What follows belongs to an exercise in optimizing a design on an open flow for small area, a short achievable clock period and few clock cycles per item; a production flow would make more cautious choices.
In this exercise RTL edits were held to simulation tests only and were not proved equivalent to the original.

**design/flow/config.mk**
```make
export PLATFORM = sky130hd
export DESIGN_NAME = phong_sphere_pixel_shader
export DESIGN_NICKNAME = phong_sphere_pixel_shader
export VERILOG_FILES = /design/flow/design.v
export SDC_FILE = /design/flow/constraint.sdc
export NUM_CORES = 4
export LEC_CHECK = 0
export CAP_MARGIN = 20
export CORE_MARGIN = 2
export CORE_UTILIZATION = 40
export SETUP_SLACK_MARGIN = 5
export SLEW_MARGIN = 20
```
**design/flow/constraint.sdc**
```tcl
create_clock -name core_clock -period 15.0 [get_ports {clk}]
set_input_delay 3.0000 -clock core_clock [delete_from_list [all_inputs] [get_ports {clk}]]
set_output_delay 3.0000 -clock core_clock [all_outputs]
set_load 0.01 [all_outputs]
```
**design/flow/design.v**
```verilog
module pss_iter_unit #(
	parameter int K     = 4,
	parameter int REM_W = 30,
	parameter int RES_W = 28,
	parameter int DEN_W = 26
) (
	input  logic               op_div,
	input  logic [REM_W-1:0]   rem_i,
	input  logic [RES_W-1:0]   res_i,
	input  logic [2*K-1:0]     bits_i,	 
	input  logic [DEN_W-1:0]   den_i,
	output logic [REM_W-1:0]   rem_o,
	output logic [RES_W-1:0]   res_o
);
	always_comb begin
		logic [REM_W-1:0] rem, rem_sh, sub_b;
		logic [RES_W-1:0] res;
		logic [REM_W:0]   diff;
		logic             ge;
		rem = rem_i;
		res = res_i;
		for (int i = 0; i < K; i++) begin
			if (!op_div) begin
				rem_sh = {rem[REM_W-3:0], bits_i[2*K-1-2*i -: 2]};
				sub_b  = REM_W'({res, 2'b01});
			end else begin
				rem_sh = {rem[REM_W-2:0], bits_i[2*K-1-i]};
				sub_b  = REM_W'(den_i);
			end
			diff = {1'b0, rem_sh} - {1'b0, sub_b};
			ge   = ~diff[REM_W];
			rem  = ge ? diff[REM_W-1:0] : rem_sh;
			res  = {res[RES_W-2:0], ge};
		end
		rem_o = rem;
		res_o = res;
	end
endmodule
module pss_div_lane #(
	parameter int K     = 2,
	parameter int N     = 16,	 
	parameter int REM_W = 28,
	parameter int DEN_W = 26
) (
	input  logic               clk,
	input  logic               load,
	input  logic               run,
	input  logic [REM_W+N-1:0] num0,
	input  logic [DEN_W-1:0]   den,
	output logic [N-1:0]       quo
);
	logic [REM_W-1:0] rem_q, rem_o;
	logic [N-1:0]     w_q, res_o;
	pss_iter_unit #(.K(K), .REM_W(REM_W), .RES_W(N), .DEN_W(DEN_W)) u_step (
		.op_div (1'b1),
		.rem_i  (rem_q),
		.res_i  (w_q),
		.bits_i ({w_q[N-1 -: K], {K{1'b0}}}),
		.den_i  (den),
		.rem_o  (rem_o),
		.res_o  (res_o)
	);
	assign quo = w_q;
	always_ff @(posedge clk) begin
		if (load) begin
			{rem_q, w_q} <= num0;
		end else if (run) begin
			rem_q <= rem_o;
			w_q   <= res_o;
		end
	end
endmodule
module phong_sphere_pixel_shader #(
	parameter int COORD_BITS    = 11,
	parameter int SHININESS_MAX = 255
) (
	input  logic                         clk,
	input  logic                         arst_n,
	input  logic                         pixel_in_valid,
	output logic                         pixel_in_ready,
	input  logic signed [COORD_BITS-1:0] pixel_in_pixel_x,
	input  logic signed [COORD_BITS-1:0] pixel_in_pixel_y,
	input  logic signed [15:0]           pixel_in_light_pos_x,
	input  logic signed [15:0]           pixel_in_light_pos_y,
	input  logic signed [15:0]           pixel_in_light_pos_z,
	input  logic [15:0]                  pixel_in_light_red,
	input  logic [15:0]                  pixel_in_light_green,
	input  logic [15:0]                  pixel_in_light_blue,
	input  logic                         pixel_in_light_is_directional,
	input  logic                         pixel_in_last_light,
	output logic                         shade_out_valid,
	input  logic                         shade_out_ready,
	output logic [15:0]                  shade_out_red,
	output logic [15:0]                  shade_out_green,
	output logic [15:0]                  shade_out_blue,
	output logic                         shade_out_outside_sphere,
	input  logic                         cfg_valid,
	output logic                         cfg_ready,
	input  logic [2:0]                   cfg_index,
	input  logic [47:0]                  cfg_data
);
	localparam int K      = 2;				 
	localparam int N_DIV  = K * ((16 + K - 1) / K);	 
	localparam int N_SQZ  = K * ((22 + K - 1) / K);	 
	localparam int N_SQL  = K * ((26 + K - 1) / K);	 
	localparam int AW     = (2 * N_SQL > 56) ? 2 * N_SQL : 56;
	localparam int SW     = 52;			 
	localparam int REM_W  = 30;
	localparam int RES_W  = 28;
	localparam int DEN_W  = 26;
	localparam int LREM_W = 28;			 
	localparam int SUM_W  = 24;
	localparam logic [15:0] ONE_Q15 = 16'h8000;
	typedef logic [3:0] fstate_t;
	localparam fstate_t F_IDLE  = 4'd0;
	localparam fstate_t F_P0    = 4'd1;
	localparam fstate_t F_P1    = 4'd2;
	localparam fstate_t F_P2    = 4'd3;
	localparam fstate_t F_P2W   = 4'd4;
	localparam fstate_t F_P3    = 4'd5;
	localparam fstate_t F_V     = 4'd6;
	localparam fstate_t F_SQ    = 4'd7;
	localparam fstate_t F_SQW0  = 4'd8;
	localparam fstate_t F_SQW   = 4'd9;
	localparam fstate_t F_HOLD  = 4'd10;
	localparam fstate_t F_NULL  = 4'd11;
	typedef logic [1:0] astate_t;
	localparam astate_t A_IDLE = 2'd0;
	localparam astate_t A_SQL  = 2'd1;
	localparam astate_t A_WAIT = 2'd2;
	typedef logic [2:0] nstate_t;
	localparam nstate_t N_IDLE  = 3'd0;
	localparam nstate_t N_LDIV  = 3'd1;
	localparam nstate_t N_DOT   = 3'd2;
	localparam nstate_t N_DOTW0 = 3'd3;
	localparam nstate_t N_DOTW  = 3'd4;
	localparam nstate_t N_RZM   = 3'd5;
	localparam nstate_t N_NULL  = 3'd6;
	typedef logic [1:0] bstate_t;
	localparam bstate_t B_IDLE = 2'd0;
	localparam bstate_t B_D    = 2'd1;	 
	localparam bstate_t B_S    = 2'd2;	 
	localparam bstate_t B_FIN  = 2'd3;
	typedef logic [3:0] cons_t;
	localparam cons_t C_NONE   = 4'd0;
	localparam cons_t C_SSET   = 4'd1;
	localparam cons_t C_SSUB   = 4'd2;
	localparam cons_t C_SADD0  = 4'd3;
	localparam cons_t C_SADD18 = 4'd4;
	localparam cons_t C_SADD34 = 4'd5;
	localparam cons_t C_V      = 4'd6;
	localparam cons_t C_AMB    = 4'd7;
	localparam cons_t C_DSET   = 4'd8;
	localparam cons_t C_DADD   = 4'd9;
	localparam cons_t C_RZ     = 4'd10;
	typedef logic [2:0] cons2_t;
	localparam cons2_t C2_NONE = 3'd0;
	localparam cons2_t C2_PROD = 3'd1;
	localparam cons2_t C2_TSET = 3'd2;
	localparam cons2_t C2_TADD = 3'd3;
	localparam cons2_t C2_POW  = 3'd4;
	function automatic logic signed [35:0] rnd15(input logic signed [35:0] v);
		logic [35:0] mag, q;
		mag = v[35] ? 36'(-v) : 36'(v);
		q   = (mag + 36'd16384) >> 15;
		rnd15 = v[35] ? -$signed(q) : $signed(q);
	endfunction
	logic [9:0]  radius_q;
	logic [47:0] ka_q, kd_q, ks_q;
	logic [7:0]  shin_q;
	fstate_t            fstate_q;
	logic signed [COORD_BITS-1:0] x_q, y_q;
	logic signed [15:0] pos_q [3];
	logic [15:0]        rgb_q [3];
	logic               dir_q, last_q, bank_q;
	logic [25:0]        vmag_q [3];
	logic               vsgn_q [3];
	logic signed [SW-1:0] sacc_q;
	logic [1:0]         fch_q, fsub_q;
	logic               vval_q [3];	 
	logic               v2d_q;		 
	logic               cvalid_q, cout_q;
	logic               nvalid_q, ndiv_req_q;
	logic [22:0]        z_q;
	logic               zval_q, sqz_req_q, sqz_run_q;
	logic [19:0]        s_q;		 
	logic signed [16:0] n_q [3];
	logic               nsx_q, nsy_q;	 
	astate_t            astate_q;
	logic [15:0]        rgba_q [3];
	logic               lasta_q, nulla_q, outa_q, banka_q;
	logic [25:0]        vma_q [3];
	logic               vsa_q [3];
	logic signed [16:0] na_q [3];
	logic [1:0]         amb_cnt_q;
	logic [DEN_W-1:0]   lena_q;		 
	nstate_t            nstate_q;
	logic [15:0]        rgbn_q [3];
	logic               lastn_q, outn_q, bankn_q;
	logic               vsn_q [3];
	logic signed [16:0] nn_q [3];
	logic signed [16:0] l_q [3];
	logic [1:0]         nch_q;
	logic signed [35:0] dacc_q;	 
	bstate_t            bstate_q;
	logic [15:0]        rgbb_q [3];
	logic               lastb_q, outb_q, bankb_q;
	logic signed [17:0] dot_q;
	logic [15:0]        base_q, power_q, prodh_q;
	logic [33:0]        tacc_q;
	logic [7:0]         e_q;
	logic               pw_one_q;	 
	logic [1:0]         bch_q;
	logic [1:0]         t_q;
	logic signed [17:0] ma_q, mb_q;
	cons_t              cons1_q, cons_q;
	logic [1:0]         cons1_ch_q, cons_ch_q;
	logic signed [35:0] mp_q;
	logic [32:0]        mp2_q;
	cons2_t             cons2_q;
	logic [1:0]         cons2_ch_q;
	logic signed [AW-1:0] acc_q;
	logic               iu_busy_q, iu_done_q;
	logic [4:0]         iu_cnt_q;
	logic [REM_W-1:0]   rem_q;
	logic [RES_W-1:0]   res_q;
	logic [DEN_W-1:0]   den_q;
	logic [3:0]         ln_cnt_q;
	logic               ln_done_q, ln_own_a_q;
	logic [SUM_W-1:0]   sum_q [2][3];
	logic               bankf_q, out_bank_q;
	logic               out_valid_q, out_outside_q;
	assign cfg_ready      = 1'b1;
	assign pixel_in_ready = (fstate_q == F_IDLE);
	assign shade_out_valid          = out_valid_q;
	assign shade_out_outside_sphere = out_outside_q;
	logic [SUM_W-1:0]   osum [3];
	for (genvar c = 0; c < 3; c++) begin : g_osum
		assign osum[c] = out_bank_q ? sum_q[1][c] : sum_q[0][c];
	end
	assign shade_out_red   = out_outside_q ? 16'd0 : (|osum[0][23:16] ? 16'hFFFF : osum[0][15:0]);
	assign shade_out_green = out_outside_q ? 16'd0 : (|osum[1][23:16] ? 16'hFFFF : osum[1][15:0]);
	assign shade_out_blue  = out_outside_q ? 16'd0 : (|osum[2][23:16] ? 16'hFFFF : osum[2][15:0]);
	logic [REM_W-1:0] iu_rem_o;
	logic [RES_W-1:0] iu_res_o;
	logic             iu_last;
	pss_iter_unit #(.K(K), .REM_W(REM_W), .RES_W(RES_W), .DEN_W(DEN_W)) u_iter (
		.op_div (1'b0),
		.rem_i  (rem_q),
		.res_i  (res_q),
		.bits_i (acc_q[AW-1 -: 2*K]),
		.den_i  (DEN_W'(0)),
		.rem_o  (iu_rem_o),
		.res_o  (iu_res_o)
	);
	assign iu_last = iu_busy_q && (iu_cnt_q == 5'd1);
	logic               ln_load, ln_a;
	logic [41:0]        ln_num0 [3];
	logic [DEN_W-1:0]   ln_den0;
	logic [N_DIV-1:0]   ln_quo [3];
	logic signed [16:0] ln_val [3];
	for (genvar c = 0; c < 3; c++) begin : g_lane
		pss_div_lane #(.K(K), .N(N_DIV), .REM_W(LREM_W), .DEN_W(DEN_W)) u_lane (
			.clk    (clk),
			.load   (ln_load),
			.run    (ln_cnt_q != 4'd0),
			.num0   ((LREM_W+N_DIV)'(ln_num0[c])),
			.den    (den_q),
			.quo    (ln_quo[c])
		);
		assign ln_val[c] = $signed({1'b0, ln_quo[c][15:0]});
	end
	logic signed [SW-1:0] sacc_nx;
	logic                 sacc_we;
	logic signed [35:0]   dacc_nx;
	logic signed [26:0]   v_full;
	logic signed [26:0]   pt_c;
	logic signed [35:0]   rz_rnd;
	logic signed [21:0]   rz_full;
	logic [15:0]          rz_clamp;
	logic [50:0]          tsum;
	logic [16:0]          tadd;
	logic [30:0]          mq2;
	logic                 sum_we;
	logic [1:0]           sum_ch;
	logic                 sum_bank;
	logic [16:0]          sum_term;
	logic [SUM_W:0]       sum_add;
	always_comb begin
		unique case (cons_ch_q)
			2'd0:    pt_c = 27'(x_q) <<< 12;
			2'd1:    pt_c = 27'(y_q) <<< 12;
			default: pt_c = 27'($signed({1'b0, z_q}));
		endcase
		v_full = dir_q ? -mp_q[26:0] : mp_q[26:0] - pt_c;
		rz_rnd   = rnd15(mp_q <<< 1);
		rz_full  = 22'(rz_rnd) - 22'(l_q[2]);
		rz_clamp = (rz_full < 0) ? 16'd0 : (rz_full > 22'sd32768) ? ONE_Q15 : rz_full[15:0];
		sacc_we = 1'b1;
		unique case (cons_q)
			C_SSET:   sacc_nx = SW'(mp_q);
			C_SSUB:   sacc_nx = sacc_q - SW'(mp_q);
			C_SADD0:  sacc_nx = sacc_q + SW'(mp_q);
			C_SADD18: sacc_nx = sacc_q + (SW'(mp_q) <<< 18);
			C_SADD34: sacc_nx = sacc_q + (SW'(mp_q) <<< 34);
			default:  begin sacc_nx = sacc_q; sacc_we = 1'b0; end
		endcase
		dacc_nx = (cons_q == C_DSET) ? mp_q : (cons_q == C_DADD) ? dacc_q + mp_q : dacc_q;
		tsum = 51'(tacc_q) + (51'(mp2_q) << 16);
		tadd = tsum[49:33];
		mq2  = 31'(mp2_q) + 31'd16384;
		sum_we   = 1'b0;
		sum_ch   = cons_ch_q;
		sum_bank = banka_q;
		sum_term = 17'(mp_q[31:18]);
		if (cons_q == C_AMB) begin
			sum_we = 1'b1;
		end else if (cons2_q == C2_TADD) begin
			sum_we   = 1'b1;
			sum_ch   = cons2_ch_q;
			sum_bank = bankb_q;
			sum_term = tadd;
		end
		sum_add = {1'b0, sum_q[sum_bank][sum_ch]} + (SUM_W+1)'(sum_term);
	end
	logic               hit;
	logic [10:0]        x_mag, y_mag;
	logic               handoff, f_null, a_xfer, a_free, n_free, b_free, u1_free;
	logic               a_done, amb_ok, b_start, b_null;
	logic [DEN_W-1:0]   len_a;
	assign hit   = cvalid_q && (pixel_in_pixel_x == x_q) && (pixel_in_pixel_y == y_q);
	assign x_mag = x_q[COORD_BITS-1] ? 11'(-x_q) : 11'(x_q);
	assign y_mag = y_q[COORD_BITS-1] ? 11'(-y_q) : 11'(y_q);
	assign u1_free = !iu_busy_q && !iu_done_q && (astate_q != A_SQL);
	assign a_done  = (astate_q == A_WAIT) || ((astate_q == A_SQL) && !iu_busy_q);
	assign b_free  = (bstate_q == B_IDLE);
	assign n_free  = (nstate_q == N_IDLE) || (nstate_q == N_RZM);
	assign len_a   = (astate_q == A_SQL) ? DEN_W'(res_q) : lena_q;
	assign a_xfer  = a_done && n_free && ((amb_cnt_q == 2'd3) || nulla_q) &&
		(nulla_q || len_a == '0 || (ln_cnt_q == 4'd0));
	assign a_free  = (astate_q == A_IDLE);
	assign f_null  = (fstate_q == F_NULL);
	assign handoff = (((fstate_q == F_SQW) || (fstate_q == F_HOLD)) && nvalid_q || f_null) && a_free;
	assign amb_ok  = !(out_valid_q && out_bank_q == banka_q) &&
		!(nstate_q != N_IDLE && lastn_q && bankn_q == banka_q) &&
		!(bstate_q != B_IDLE && lastb_q && bankb_q == banka_q);
	fstate_t            fstate_d;
	astate_t            astate_d;
	nstate_t            nstate_d;
	logic               f_req, n_iss, amb_iss, f_gnt;
	logic signed [17:0] f_ma, f_mb, n_ma, n_mb;
	cons_t              f_cons, n_cons;
	logic               iu_load;
	logic [AW-1:0]      iu_acc0;
	logic [4:0]         iu_ncyc;
	logic signed [SW-1:0] s_nx;
	logic               amb_en, b_tadd;
	assign s_nx = sacc_nx;
	always_comb begin
		fstate_d    = fstate_q;
		astate_d    = astate_q;
		nstate_d    = nstate_q;
		f_req       = 1'b0;
		f_ma        = '0;
		f_mb        = '0;
		f_cons      = C_NONE;
		n_iss       = 1'b0;
		n_ma        = '0;
		n_mb        = '0;
		n_cons      = C_NONE;
		iu_load     = 1'b0;
		iu_acc0     = '0;
		iu_ncyc     = 5'(N_SQL / K);
		ln_load     = 1'b0;
		ln_a        = 1'b0;
		ln_den0     = DEN_W'(radius_q);
		ln_num0[0]  = (42'(x_mag) << 15) + 42'(radius_q[9:1]);
		ln_num0[1]  = (42'(y_mag) << 15) + 42'(radius_q[9:1]);
		ln_num0[2]  = (42'(z_q) << 3) + 42'(radius_q[9:1]);
		amb_en      = 1'b0;
		b_start     = 1'b0;
		b_null      = 1'b0;
		unique case (fstate_q)
			F_IDLE: begin
				if (pixel_in_valid) begin
					if (!hit) fstate_d = F_P0;
					else if (!cout_q) fstate_d = F_V;
					else if (pixel_in_last_light) fstate_d = F_NULL;
				end
			end
			F_P0: begin
				f_req = 1'b1; f_cons = C_SSET;
				f_ma = 18'(radius_q); f_mb = 18'(radius_q);
				if (f_gnt) fstate_d = F_P1;
			end
			F_P1: begin
				f_req = 1'b1; f_cons = C_SSUB;
				f_ma = 18'(x_q); f_mb = 18'(x_q);
				if (f_gnt) fstate_d = F_P2;
			end
			F_P2: begin
				f_req = 1'b1; f_cons = C_SSUB;
				f_ma = 18'(y_q); f_mb = 18'(y_q);
				if (f_gnt) fstate_d = F_P2W;
			end
			F_P2W: fstate_d = F_P3;
			F_P3: begin
				if ((radius_q == '0) || (s_nx < 0)) fstate_d = last_q ? F_NULL : F_IDLE;
				else fstate_d = F_V;
			end
			F_V: begin
				f_ma = 18'(radius_q); f_mb = 18'(pos_q[fch_q]); f_cons = C_V;
				if (fch_q != 2'd2 || zval_q) begin
					f_req = 1'b1;
					if (f_gnt && fch_q == 2'd2) fstate_d = F_SQ;
				end else begin
					fstate_d = F_SQ;
				end
			end
			F_SQ: begin
				unique case (fsub_q)
					2'd0: begin
						f_ma = 18'(vmag_q[fch_q][16:0]); f_mb = 18'(vmag_q[fch_q][16:0]);
						f_cons = (fch_q == 2'd0) ? C_SSET : C_SADD0;
					end
					2'd1: begin
						f_ma = 18'(vmag_q[fch_q][25:17]); f_mb = 18'(vmag_q[fch_q][16:0]);
						f_cons = C_SADD18;
					end
					default: begin
						f_ma = 18'(vmag_q[fch_q][25:17]); f_mb = 18'(vmag_q[fch_q][25:17]);
						f_cons = C_SADD34;
					end
				endcase
				if (fch_q == 2'd2 && !v2d_q) begin
					f_ma = 18'(radius_q); f_mb = 18'(pos_q[2]); f_cons = C_V;
					f_req = zval_q;
				end else begin
					f_req = vval_q[fch_q];
					if (f_gnt && fch_q == 2'd2 && fsub_q == 2'd2) fstate_d = F_SQW0;
				end
			end
			F_SQW0: fstate_d = F_SQW;
			F_SQW, F_HOLD, F_NULL: begin
				if (handoff) fstate_d = F_IDLE;
				else if (fstate_q == F_SQW) fstate_d = F_HOLD;
			end
			default: fstate_d = F_IDLE;
		endcase
		unique case (nstate_q)
			N_LDIV: begin
				if (ln_done_q && ln_own_a_q) nstate_d = N_DOT;
			end
			N_DOT: begin
				n_iss = 1'b1;
				n_cons = (nch_q == 2'd0) ? C_DSET : C_DADD;
				n_ma = 18'(nn_q[nch_q]); n_mb = 18'(l_q[nch_q]);
				if (nch_q == 2'd2) nstate_d = N_DOTW0;
			end
			N_DOTW0: nstate_d = N_DOTW;
			N_DOTW: begin
				if (b_free) nstate_d = N_RZM;
			end
			N_RZM: begin
				n_iss = 1'b1; n_cons = C_RZ;
				n_ma = dot_q; n_mb = 18'(nn_q[2]);
				b_start  = 1'b1;
				nstate_d = N_IDLE;
			end
			N_NULL: begin
				if (b_free) begin
					b_null   = 1'b1;
					nstate_d = N_IDLE;
				end
			end
			default: ;
		endcase
		unique case (astate_q)
			A_SQL: begin
				amb_en = !nulla_q;
				if (!iu_busy_q && !a_xfer) astate_d = A_WAIT;
			end
			A_WAIT: begin
				amb_en = !nulla_q;
			end
			default: ;
		endcase
		if (a_xfer) begin
			astate_d = A_IDLE;
			if (nulla_q || len_a == '0) begin
				nstate_d = N_NULL;
			end else begin
				ln_load  = 1'b1;
				ln_a     = 1'b1;
				nstate_d = N_LDIV;
			end
		end
		if (handoff) begin
			astate_d = f_null ? A_WAIT : A_SQL;
			if (!f_null) begin
				iu_load = 1'b1;
				iu_ncyc = 5'(N_SQL / K);
				iu_acc0 = AW'((fstate_q == F_SQW) ? sacc_nx : sacc_q) << (AW - 2 * N_SQL);
			end
		end
		if (sqz_req_q && u1_free) begin
			iu_load = 1'b1;
			iu_ncyc = 5'(N_SQZ / K);
			iu_acc0 = AW'({s_q, 24'd0}) << (AW - 2 * N_SQZ);
		end
		if (ln_a) begin
			ln_den0 = len_a;
			for (int c = 0; c < 3; c++)
				ln_num0[c] = (42'(vma_q[c]) << 15) + 42'(len_a[DEN_W-1:1]);
		end else if (ndiv_req_q && ln_cnt_q == 4'd0 && !ln_done_q) begin
			ln_load = 1'b1;
		end
	end
	logic               b_iss;
	logic [15:0]        b_ma;
	logic [16:0]        b_mb;
	cons2_t             b_cons;
	logic               base_busy, pow_busy, pow_want, pow_iss, t_adv;
	logic [31:0]        bsq;
	logic [15:0]        bsq_rnd;
	logic               pw_step, b_stall;
	assign base_busy = (cons_q == C_RZ) || (cons1_q == C_RZ);
	assign pow_busy  = (cons2_q == C2_POW);
	always_comb begin
		bsq = '0;
		for (int i = 0; i < 16; i++) begin
			bsq = bsq + (32'(base_q[i]) << (2 * i));
			for (int j = i + 1; j < 16; j++) bsq = bsq + (32'(base_q[i] & base_q[j]) << (i + j + 1));
		end
		bsq_rnd = 16'((bsq + 32'd16384) >> 15);
	end
	assign pow_want = ((bstate_q == B_D) || (bstate_q == B_S)) && (e_q != 8'd0) &&
		e_q[0] && !pw_one_q && !base_busy && !pow_busy;
	assign pow_iss  = pow_want && !((bstate_q == B_D) && (t_q != 2'd0));
	always_comb begin
		b_iss  = 1'b0;
		b_ma   = kd_q[16*bch_q +: 16];
		b_mb   = 17'(rgbb_q[bch_q]);
		b_cons = C2_NONE;
		if (pow_iss) begin
			b_iss = 1'b1; b_cons = C2_POW;
			b_ma = power_q; b_mb = 17'(base_q);
		end else if (bstate_q == B_D) begin
			b_iss = 1'b1;
			unique case (t_q)
				2'd0: begin
					b_cons = C2_PROD;
					b_ma = kd_q[16*bch_q +: 16]; b_mb = 17'(rgbb_q[bch_q]);
				end
				2'd1: begin
					b_cons = C2_TSET;
					b_ma = mp2_q[15:0]; b_mb = dot_q[16:0];
				end
				default: begin
					b_cons = C2_TADD;
					b_ma = prodh_q; b_mb = dot_q[16:0];
				end
			endcase
		end else if (bstate_q == B_S && e_q == 8'd0) begin
			b_iss = 1'b1;
			unique case (t_q)
				2'd0: begin
					b_cons = C2_PROD;
					b_ma = ks_q[16*bch_q +: 16]; b_mb = 17'(rgbb_q[bch_q]);
				end
				2'd1: begin
					b_cons = C2_TSET;
					b_ma = mp2_q[15:0]; b_mb = 17'(power_q);
				end
				default: begin
					b_cons = C2_TADD;
					b_ma = prodh_q; b_mb = 17'(power_q);
				end
			endcase
		end
	end
	assign pw_step = ((bstate_q == B_D) || (bstate_q == B_S)) && (e_q != 8'd0) && !base_busy &&
		(!e_q[0] || pw_one_q || pow_iss);
	assign b_stall = (b_cons == C2_TADD) && (cons1_q == C_AMB);
	assign b_tadd  = b_iss && !b_stall && (b_cons == C2_TADD);
	assign t_adv   = b_iss && !b_stall && !pow_iss;
	logic signed [17:0] ma, mb;
	cons_t              iss_cons;
	logic [1:0]         iss_ch;
	always_comb begin
		amb_iss  = 1'b0;
		f_gnt    = 1'b0;
		ma       = n_ma;
		mb       = n_mb;
		iss_cons = C_NONE;
		iss_ch   = fch_q;
		if (n_iss) begin
			iss_cons = n_cons;
		end else if (amb_en && amb_cnt_q != 2'd3 && amb_ok) begin
			amb_iss  = 1'b1;
			iss_cons = C_AMB;
			iss_ch   = amb_cnt_q;
			ma = 18'(ka_q[16*amb_cnt_q +: 16]); mb = 18'(rgba_q[amb_cnt_q]);
		end else if (f_req) begin
			f_gnt    = 1'b1;
			iss_cons = f_cons;
			ma = f_ma; mb = f_mb;
		end
	end
	always_ff @(posedge clk or negedge arst_n) begin
		if (!arst_n) begin
			radius_q <= 10'd100;
			ka_q     <= '0;
			kd_q     <= '0;
			ks_q     <= '0;
			shin_q   <= 8'd1;
		end else if (cfg_valid) begin
			unique case (cfg_index)
				3'd0:    radius_q <= cfg_data[9:0];
				3'd1:    ka_q     <= cfg_data;
				3'd2:    kd_q     <= cfg_data;
				3'd3:    ks_q     <= cfg_data;
				3'd4:    shin_q   <= cfg_data[7:0];
				default: ;
			endcase
		end
	end
	always_ff @(posedge clk or negedge arst_n) begin
		if (!arst_n) begin
			fstate_q    <= F_IDLE;
			astate_q    <= A_IDLE;
			nstate_q    <= N_IDLE;
			bstate_q    <= B_IDLE;
			fch_q       <= '0;
			fsub_q      <= '0;
			nch_q       <= '0;
			bch_q       <= '0;
			t_q         <= '0;
			cons1_q     <= C_NONE;
			cons1_ch_q  <= '0;
			cons_q      <= C_NONE;
			cons_ch_q   <= '0;
			cons2_q     <= C2_NONE;
			cons2_ch_q  <= '0;
			iu_busy_q   <= 1'b0;
			iu_done_q   <= 1'b0;
			iu_cnt_q    <= '0;
			ln_cnt_q    <= '0;
			ln_done_q   <= 1'b0;
			ln_own_a_q  <= 1'b0;
			nvalid_q    <= 1'b0;
			ndiv_req_q  <= 1'b0;
			zval_q      <= 1'b0;
			sqz_req_q   <= 1'b0;
			sqz_run_q   <= 1'b0;
			v2d_q       <= 1'b0;
			for (int c = 0; c < 3; c++) vval_q[c] <= 1'b0;
			cvalid_q    <= 1'b0;
			amb_cnt_q   <= '0;
			out_valid_q <= 1'b0;
			out_outside_q <= 1'b0;
			for (int c = 0; c < 3; c++) begin sum_q[0][c] <= '0; sum_q[1][c] <= '0; end
			bankf_q     <= 1'b0;
			out_bank_q  <= 1'b0;
		end else begin
			fstate_q   <= fstate_d;
			astate_q   <= astate_d;
			nstate_q   <= nstate_d;
			cons1_q    <= iss_cons;
			cons1_ch_q <= iss_ch;
			cons_q     <= cons1_q;
			cons_ch_q  <= cons1_ch_q;
			cons2_q    <= (b_iss && !b_stall) ? b_cons : C2_NONE;
			cons2_ch_q <= bch_q;
			iu_done_q <= iu_last;
			if (iu_load) begin
				iu_busy_q <= 1'b1;
				iu_cnt_q  <= iu_ncyc;
			end else if (iu_busy_q) begin
				iu_cnt_q <= iu_cnt_q - 5'd1;
				if (iu_cnt_q == 5'd1) iu_busy_q <= 1'b0;
			end
			ln_done_q <= (ln_cnt_q == 4'd1);
			if (ln_load) begin
				ln_cnt_q   <= 4'(N_DIV / K);
				ln_own_a_q <= ln_a;
			end else if (ln_cnt_q != 4'd0) begin
				ln_cnt_q <= ln_cnt_q - 4'd1;
			end
			if (fstate_q == F_P3) nvalid_q <= 1'b0;
			if (sqz_run_q && iu_done_q) ndiv_req_q <= 1'b1;
			if (ln_load && !ln_a) ndiv_req_q <= 1'b0;
			if (ln_done_q && !ln_own_a_q) nvalid_q <= 1'b1;
			if (pixel_in_ready && pixel_in_valid && pixel_in_last_light) bankf_q <= !bankf_q;
			if (cfg_valid) cvalid_q <= 1'b0;
			if (fstate_q == F_P3) cvalid_q <= 1'b1;
			if (amb_iss) amb_cnt_q <= amb_cnt_q + 2'd1;
			if (handoff) amb_cnt_q <= '0;
			if (fstate_q == F_V && (f_gnt || (fch_q == 2'd2 && !zval_q)))
				fch_q <= (fch_q == 2'd2) ? 2'd0 : fch_q + 2'd1;
			if (fstate_q == F_V && f_gnt && fch_q == 2'd2) v2d_q <= 1'b1;
			if (fstate_q == F_SQ && f_gnt && f_cons == C_V) v2d_q <= 1'b1;
			if (fstate_q == F_IDLE) v2d_q <= 1'b0;
			if (f_gnt && f_cons == C_V) vval_q[fch_q] <= 1'b0;
			if (cons_q == C_V) vval_q[cons_ch_q] <= 1'b1;
			if (fstate_q == F_P3) zval_q <= 1'b0;
			if (fstate_q == F_P3 && !((radius_q == '0) || (s_nx < 0))) sqz_req_q <= 1'b1;
			if (sqz_req_q && u1_free) begin
				sqz_req_q <= 1'b0;
				sqz_run_q <= 1'b1;
			end
			if (sqz_run_q && iu_done_q) begin
				sqz_run_q <= 1'b0;
				zval_q    <= 1'b1;
			end
			if (f_gnt && (fstate_q == F_SQ) && f_cons != C_V) begin
				if (fsub_q == 2'd2) begin
					fsub_q <= '0;
					fch_q  <= (fch_q == 2'd2) ? 2'd0 : fch_q + 2'd1;
				end else begin
					fsub_q <= fsub_q + 2'd1;
				end
			end
			if (nstate_q == N_DOT) nch_q <= (nch_q == 2'd2) ? 2'd0 : nch_q + 2'd1;
			unique case (bstate_q)
				B_IDLE: begin
					bch_q <= '0;
					t_q   <= '0;
					if (b_start) bstate_q <= (dot_q > 0) ? B_D : B_S;
					else if (b_null && lastn_q) bstate_q <= B_FIN;
				end
				B_D, B_S: begin
					if (t_adv) begin
						if (t_q == 2'd2) begin
							t_q   <= '0;
							bch_q <= (bch_q == 2'd2) ? 2'd0 : bch_q + 2'd1;
							if (bch_q == 2'd2) begin
								if (bstate_q == B_D) bstate_q <= B_S;
								else bstate_q <= lastb_q ? B_FIN : B_IDLE;
							end
						end else begin
							t_q <= t_q + 2'd1;
						end
					end
				end
				default: begin
					if (!out_valid_q) bstate_q <= B_IDLE;
				end
			endcase
			if (sum_we) begin
				sum_q[sum_bank][sum_ch] <= sum_add[SUM_W] ? {SUM_W{1'b1}} : sum_add[SUM_W-1:0];
			end
			if (bstate_q == B_FIN && !out_valid_q) begin
				out_valid_q   <= 1'b1;
				out_outside_q <= outb_q;
				out_bank_q    <= bankb_q;
			end else if (out_valid_q && shade_out_ready) begin
				out_valid_q <= 1'b0;
				for (int c = 0; c < 3; c++) sum_q[out_bank_q][c] <= '0;
			end
		end
	end
	always_ff @(posedge clk) begin
		ma_q  <= ma;
		mb_q  <= mb;
		mp_q  <= ma_q * mb_q;
		mp2_q <= b_ma * b_mb;
		if (pixel_in_ready && pixel_in_valid) begin
			x_q      <= pixel_in_pixel_x;
			y_q      <= pixel_in_pixel_y;
			pos_q[0] <= pixel_in_light_pos_x;
			pos_q[1] <= pixel_in_light_pos_y;
			pos_q[2] <= pixel_in_light_pos_z;
			rgb_q[0] <= pixel_in_light_red;
			rgb_q[1] <= pixel_in_light_green;
			rgb_q[2] <= pixel_in_light_blue;
			dir_q    <= pixel_in_light_is_directional;
			last_q   <= pixel_in_last_light;
			bank_q   <= bankf_q;
		end
		if (fstate_q == F_P3) begin
			cout_q <= (radius_q == '0) || (s_nx < 0);
			nsx_q  <= x_q[COORD_BITS-1];
			nsy_q  <= y_q[COORD_BITS-1];
		end
		if (sacc_we) sacc_q <= sacc_nx;
		if (cons_q == C_V) begin
			vsgn_q[cons_ch_q] <= v_full[26];
			vmag_q[cons_ch_q] <= v_full[26] ? 26'(-v_full) : 26'(v_full);
		end
		if (sqz_run_q && iu_done_q) z_q <= res_q[22:0];
		if (fstate_q == F_P3) s_q <= s_nx[19:0];
		if (ln_done_q && !ln_own_a_q) begin
			n_q[0] <= nsx_q ? -ln_val[0] : ln_val[0];
			n_q[1] <= nsy_q ? -ln_val[1] : ln_val[1];
			n_q[2] <= ln_val[2];
		end
		if (handoff) begin
			for (int c = 0; c < 3; c++) begin
				rgba_q[c] <= rgb_q[c];
				vsa_q[c]  <= vsgn_q[c];
				vma_q[c]  <= vmag_q[c];
				na_q[c]   <= n_q[c];
			end
			lasta_q <= last_q;
			banka_q <= bank_q;
			nulla_q <= f_null;
			outa_q  <= f_null;
		end
		if (astate_q == A_SQL) lena_q <= DEN_W'(res_q);
		if (a_xfer) begin
			for (int c = 0; c < 3; c++) begin
				rgbn_q[c] <= rgba_q[c];
				vsn_q[c]  <= vsa_q[c];
				nn_q[c]   <= na_q[c];
			end
			lastn_q <= lasta_q;
			bankn_q <= banka_q;
			outn_q  <= outa_q;
		end
		if (nstate_q == N_LDIV && ln_done_q) begin
			for (int c = 0; c < 3; c++) l_q[c] <= vsn_q[c] ? -ln_val[c] : ln_val[c];
		end
		if (cons_q == C_DSET || cons_q == C_DADD) dacc_q <= dacc_nx;
		if (iu_load) begin
			acc_q <= $signed(iu_acc0);
		end else if (iu_busy_q) begin
			acc_q <= acc_q <<< (2 * K);
		end
		if (iu_load) begin
			rem_q <= '0;
			res_q <= '0;
		end else if (iu_busy_q) begin
			rem_q <= iu_rem_o;
			res_q <= iu_res_o;
		end
		if (ln_load) den_q <= ln_den0;
		if (nstate_q == N_DOTW && b_free) dot_q <= 18'(rnd15(dacc_nx));
		if (b_start) begin
			for (int c = 0; c < 3; c++) rgbb_q[c] <= rgbn_q[c];
			lastb_q  <= lastn_q;
			bankb_q  <= bankn_q;
			power_q  <= ONE_Q15;
			pw_one_q <= 1'b1;
			e_q      <= (32'(shin_q) > SHININESS_MAX) ? 8'(SHININESS_MAX) : shin_q;
		end
		if (b_null) begin
			lastb_q <= lastn_q;
			bankb_q <= bankn_q;
			outb_q  <= outn_q;
		end
		if (b_start) outb_q <= 1'b0;
		if (cons_q == C_RZ) base_q <= rz_clamp;
		if (pw_step) begin
			base_q <= bsq_rnd;
			e_q    <= e_q >> 1;
			if (e_q[0] && pw_one_q) begin
				power_q  <= base_q;
				pw_one_q <= 1'b0;
			end
		end
		if (cons2_q == C2_POW) power_q <= mq2[30:15];
		if (cons2_q == C2_PROD) prodh_q <= mp2_q[31:16];
		if (cons2_q == C2_TSET) tacc_q <= 34'(mp2_q);
	end
endmodule
```
**design/flow/run.sh**
```bash
#!/bin/bash
# synth_recipe.tcl (not shown) runs the flow's synth.tcl, then flattens the netlist and writes it again
# the make line also repeats each setting of config.mk as NAME=value (left out here)
make -C /OpenROAD-flow-scripts/flow DESIGN_CONFIG=/design/flow/config.mk WORK_HOME=/design/flow/orfs CLKGATE_MAP_FILE= SYNTH_SCRIPT=/design/flow/synth_recipe.tcl finish
```
==> run notes <==
==> layout make-up <==
cell class	instances	area [um2]	share of cell area
Antenna cell	9	22.5	0.000165
Clock buffer	249	5310	0.0388
Sequential cell	1659	45900	0.335
Inverter	1014	3820	0.0279
Tap cell	4100	5130	0.0375
Timing Repair Buffer	497	4380	0.0320
Multi-Input combinational cell	9231	71200	0.520
Clock inverter	101	1050	0.00766
==> worst reg2reg max path, delay by kind of cell (launching register included) <==
| family | cells | cell delay, ns |
|---|---|---|
| xor+xnor | 3 | 0.70 |
| flops | 1 | 0.30 |
| compound gates | 7 | 1.72 |
| fa+ha+maj | 2 | 0.67 |
| buf+inv | 2 | 0.50 |
| simple gates | 12 | 5.33 |
==> final timing paths <==
check	cells after the start	slack, ns	startpoint	to
max	26	5.53	mp_q[1]	base_q[3]
min	0	0.35	cons1_ch_q[0]	cons_ch_q[0]
max reg2reg	26	5.53	mp_q[1]	base_q[3]
min reg2reg	0	0.35	cons1_ch_q[0]	cons_ch_q[0]
max in group asynchronous	3	10.62	arst_n	bch_q[0]
min in group asynchronous	1	2.20	arst_n	sum_q[1][13]
==> stage by stage <==
stage | setup WS, ns | hold WS [ns] | util
2_1_floorplan | 6.30 | 0.331 | -
3_3_place_gp | 5.09 | 0.334 | 0.426
4_1_cts | 5.06 | 0.349 | 0.447
3_5_place_dp | 5.13 | 0.335 | 0.426
6_report | 5.53 | 0.349 | 0.448
5_1_grt | 4.95 | 0.353 | 0.448
==> placed cells by master, fill, tap and decap left out, types with 38 or more instances in the layout <==
cell | synthesis | layout
sky130_fd_sc_hd__mux2_2 | 207 | 207
sky130_fd_sc_hd__a211oi_1 | 228 | 224
sky130_fd_sc_hd__mux2i_1 | 287 | 287
sky130_fd_sc_hd__o31ai_1 | 77 | 75
sky130_fd_sc_hd__a21boi_0 | 51 | 51
sky130_fd_sc_hd__o22ai_1 | 78 | 78
sky130_fd_sc_hd__a22oi_1 | 108 | 108
sky130_fd_sc_hd__xnor2_1 | 556 | 555
sky130_fd_sc_hd__clkdlybuf4s50_1 | 0 | 225
sky130_fd_sc_hd__and3_1 | 107 | 102
sky130_fd_sc_hd__nor2b_1 | 134 | 131
sky130_fd_sc_hd__nand2b_1 | 147 | 146
sky130_fd_sc_hd__edfxtp_1 | 1077 | 1077
sky130_fd_sc_hd__nand2_1 | 1239 | 1237
sky130_fd_sc_hd__fa_1 | 634 | 633
sky130_fd_sc_hd__o21ai_0 | 673 | 664
sky130_fd_sc_hd__nand3_1 | 194 | 192
sky130_fd_sc_hd__a222oi_1 | 38 | 38
sky130_fd_sc_hd__nor4_1 | 50 | 47
sky130_fd_sc_hd__o211ai_1 | 44 | 44
sky130_fd_sc_hd__ha_1 | 770 | 767
sky130_fd_sc_hd__dfrtp_1 | 369 | 364
sky130_fd_sc_hd__or2_2 | 44 | 44
sky130_fd_sc_hd__nor2_1 | 990 | 980
sky130_fd_sc_hd__a31oi_1 | 60 | 59
sky130_fd_sc_hd__a21oi_1 | 743 | 741
sky130_fd_sc_hd__dfxtp_1 | 209 | 208
sky130_fd_sc_hd__or3_1 | 100 | 100
sky130_fd_sc_hd__o21a_1 | 80 | 80
sky130_fd_sc_hd__inv_1 | 1008 | 1003
sky130_fd_sc_hd__a221oi_1 | 50 | 49
sky130_fd_sc_hd__a21o_1 | 214 | 214
sky130_fd_sc_hd__o21bai_1 | 67 | 66
sky130_fd_sc_hd__nor3_1 | 189 | 182
sky130_fd_sc_hd__and2_1 | 260 | 259
sky130_fd_sc_hd__buf_4 | 3 | 260
sky130_fd_sc_hd__clkbuf_16 | 0 | 200
sky130_fd_sc_hd__xor2_1 | 232 | 232
sky130_fd_sc_hd__nand4_1 | 51 | 51
==> cells by family (layout without fill, tap and decap cells) <==
| kind of cell | after synthesis | count (layout) | share of synthesized area |
|---|---|---|---|
| multiplexers | 520 | 520 | 0.0471 |
| AO/OA/AOI/OAI | 2891 | 2891 | 0.152 |
| XOR/XNOR | 792 | 792 | 0.0570 |
| other | 1 | 10 | 0.0000305 |
| AND/OR/NAND/NOR | 3622 | 3622 | 0.138 |
| flip-flops | 1659 | 1659 | 0.374 |
| adder cells (fa/ha/maj) | 1405 | 1405 | 0.182 |
| buffers and inverters | 1627 | 1861 | 0.0503 |
==> routing by layer <==
| layer | share of wire | routed length [um] | vias up | global-route usage |
|---|---|---|---|---|
| met3 | 0.10 | 44200 | 735 | 0.0637 |
| met5 | 0.00083 | 353 | - | 0 |
| met2 | 0.42 | 181000 | 4279 | 0.397 |
| met4 | 0.042 | 17700 | 34 | 0.103 |
| li1 | - | - | 44300 | - |
| met1 | 0.43 | 183000 | 48100 | 0.379 |
==> registers in the layout, indices dropped and copies added, names as in the netlist, 50 cells and up <==
signal	count
vmag_q	104
l_q	51
sum_q	144
sacc_q	52
g_lane.u_lane.rem_q	81
n_q	50
vma_q	78
na_q	50
acc_q	52
nn_q	50
==> what timing repair did <==
| action | 4_1_cts | 5_1_grt |
|---|---|---|
| endpoints found under the setup margin | 0 | 117 |
| resized for setup | 0 | 36 |
| setup buffers | 0 | 8 |
| hold buffers | 0 | 0 |
==> summary.txt <==
Outcome
  • Result of the run: timing/DRC/antenna clean

Setup path
  • Number of buffer and inverter instances along the worst setup path: 2
  • Crit Path Class: reg -> reg
  • Worst-path fanout max: 13
  • Delay of the slowest cell on the worst path: 0.92 ns
  • Startpoint kind of the worst setup timing path: flop
  • Critical path arrival: 10.11 ns
  • Slowest cell on the critical path: sky130_fd_sc_hd__nor4b_2
  • Required time of the critical path: 15.65 ns
  • CP most frequent cell: sky130_fd_sc_hd__or3_1
  • Worst setup EP type: flop
  • Kind of cell with the highest combined delay on the critical path: simple AND/OR/NAND/NOR gates

CTS
  • Clock sink count: 1659
  • Maximum buffer depth of the clock tree: 4
  • Source-to-sink clock delay at the later pin of the worst-skew pair: 0.91 ns
  • Root cell of the clock tree: sky130_fd_sc_hd__clkbuf_16
  • Level count of the clock H-tree: 4
  • TritonCTS clock tree: yes
  • TritonCTS buffer count: 194
  • Clock transition at path regs: 0.07 ns

Synth
  • Avg Cell Area, Syn: 9.81 um2
  • Largest cells by area after synthesis: sky130_fd_sc_hd__edfxtp_1 (26%), sky130_fd_sc_hd__fa_1 (10%), sky130_fd_sc_hd__ha_1 (7.8%)
  • Cell variety after synth: 124
  • Count of yosys warnings during synthesis: 39
  • Top cell type's share of synthesized area: 0.263
  • Largest area contributor in the synthesized netlist: sky130_fd_sc_hd__edfxtp_1
  • Fraction of the yosys area taken by sequential cells: 0.374
  • Total of flip-flops plus latches after synthesis: 1659
  • Number of enable-type register cells in the synthesized netlist: 1077
  • Number of standard cells after synthesis: 12500
  • Summed instance area of the synthesized netlist: 0.123 mm2
  • Async set-reset flop share out of synthesis: 0.225
  • Post-Synthesis Net Count: 14100
  • Top cell types by occurrence after synthesis: sky130_fd_sc_hd__nand2_1 (1239), sky130_fd_sc_hd__edfxtp_1 (1077), sky130_fd_sc_hd__inv_1 (1008)
  • Most used DFF post-synth: sky130_fd_sc_hd__edfxtp_1
  • Most used standard cell by instance count after synthesis: sky130_fd_sc_hd__nand2_1

Cells and area
  • Post-route design area: 0.137 mm2
  • Filler cell count in the final layout: 29000
  • Relative area change from synthesis to final layout: 11.4%
  • Final cell count without fillers: 16900
  • Fraction of final layout cells with drive strength greater than 1: 0.0797
  • Number of nets in the layout: 14200

Floorplan
  • Floorplan row count: 203
  • Die area: 0.311 mm2
  • Die width: 558 um
  • Placeable Area: 0.306 mm2
  • Initial core utilization: 0.402
  • Number of top-level design ports: 228
  • Die span in y: 558 um

STA
  • Highest clock rate: 106 MHz
  • Time the worst path needs with I/O delays and setup: 9.47 ns
  • Worst slew slack as a fraction of its limit: 0.0797
  • Worst Max-Slew Pin Slew: 1.37 ns
  • Accumulated negative setup slack: 0 ns
  • Max Slew Vio Count: 0
  • RSZ-0062 raised after global routing: yes
  • Final setup vio count: 0
  • Tcrit/Tclk final: 0.631
  • Number of failing hold endpoints at the final stage: 0
  • Clock Skews: 0.141 ns

Placed design
  • Number of cells in the design after placement: 16500
  • Global placer's final weighted congestion: 0.992
  • Placed instance area: 0.130 mm2
  • Port bufs: 226
  • Detailed-placement wirelength estimate: 320000 um

GRT
  • Wire length of the first global-routing pass: 625000 um
  • GR Overflow Total: 0
  • Largest net degree at the start of global routing: 141
  • Number of global-route vias before repair: 93000
  • All-Layer GR Usage: 0.269
  • Antenna violations before repair: 47

Route
  • Via count of the routed design: 97400
  • Final ANT Viol Nets: 0
  • DRC viols: 0
  • Mean routed wirelength per cell: 25.2 um
  • Number of violations reported at the end of detailed-routing iteration 0: 11100
  • Final wirelength: 426000 um
  • Average via count per standard cell: 5.78
  • Length of the first detailed-routing pass in iterations: 12

Hold path
  • Hold Path Class: reg -> reg

Flow run
  • Max Cap Violations: 0
Testbench counts, summed over its fixed seeds: cycles 36,185, items 2,010.

==> separate check: timing with driven ports <==
In the flow no input, the clock included, has a driving cell. The finished layout below was timed again as built, in two steps.
Step 1 sets driving cells, clkbuf_16 on the clock port and buf_2 on the other inputs (assumed; they add their load-dependent delay and slew).
Step 2 also shifts input and output timing later by t, the mid clock arrival at the registers, as if the neighbouring blocks saw the same clock.
Three values: ideal ports, drivers, drivers and shift; two values: the first two.
t (ns): 0.940
setup slack, ns: 5.534 / 5.534 / 5.534
worst setup path after step 2: register to register
worst slew at a driven data input, ns: 0.26
cell pins on the clock port's net: 1
After both steps this run still meets setup and hold. The setup slack of this run moves by 0.000 ns with the drivers and by 0.000 ns with both steps.
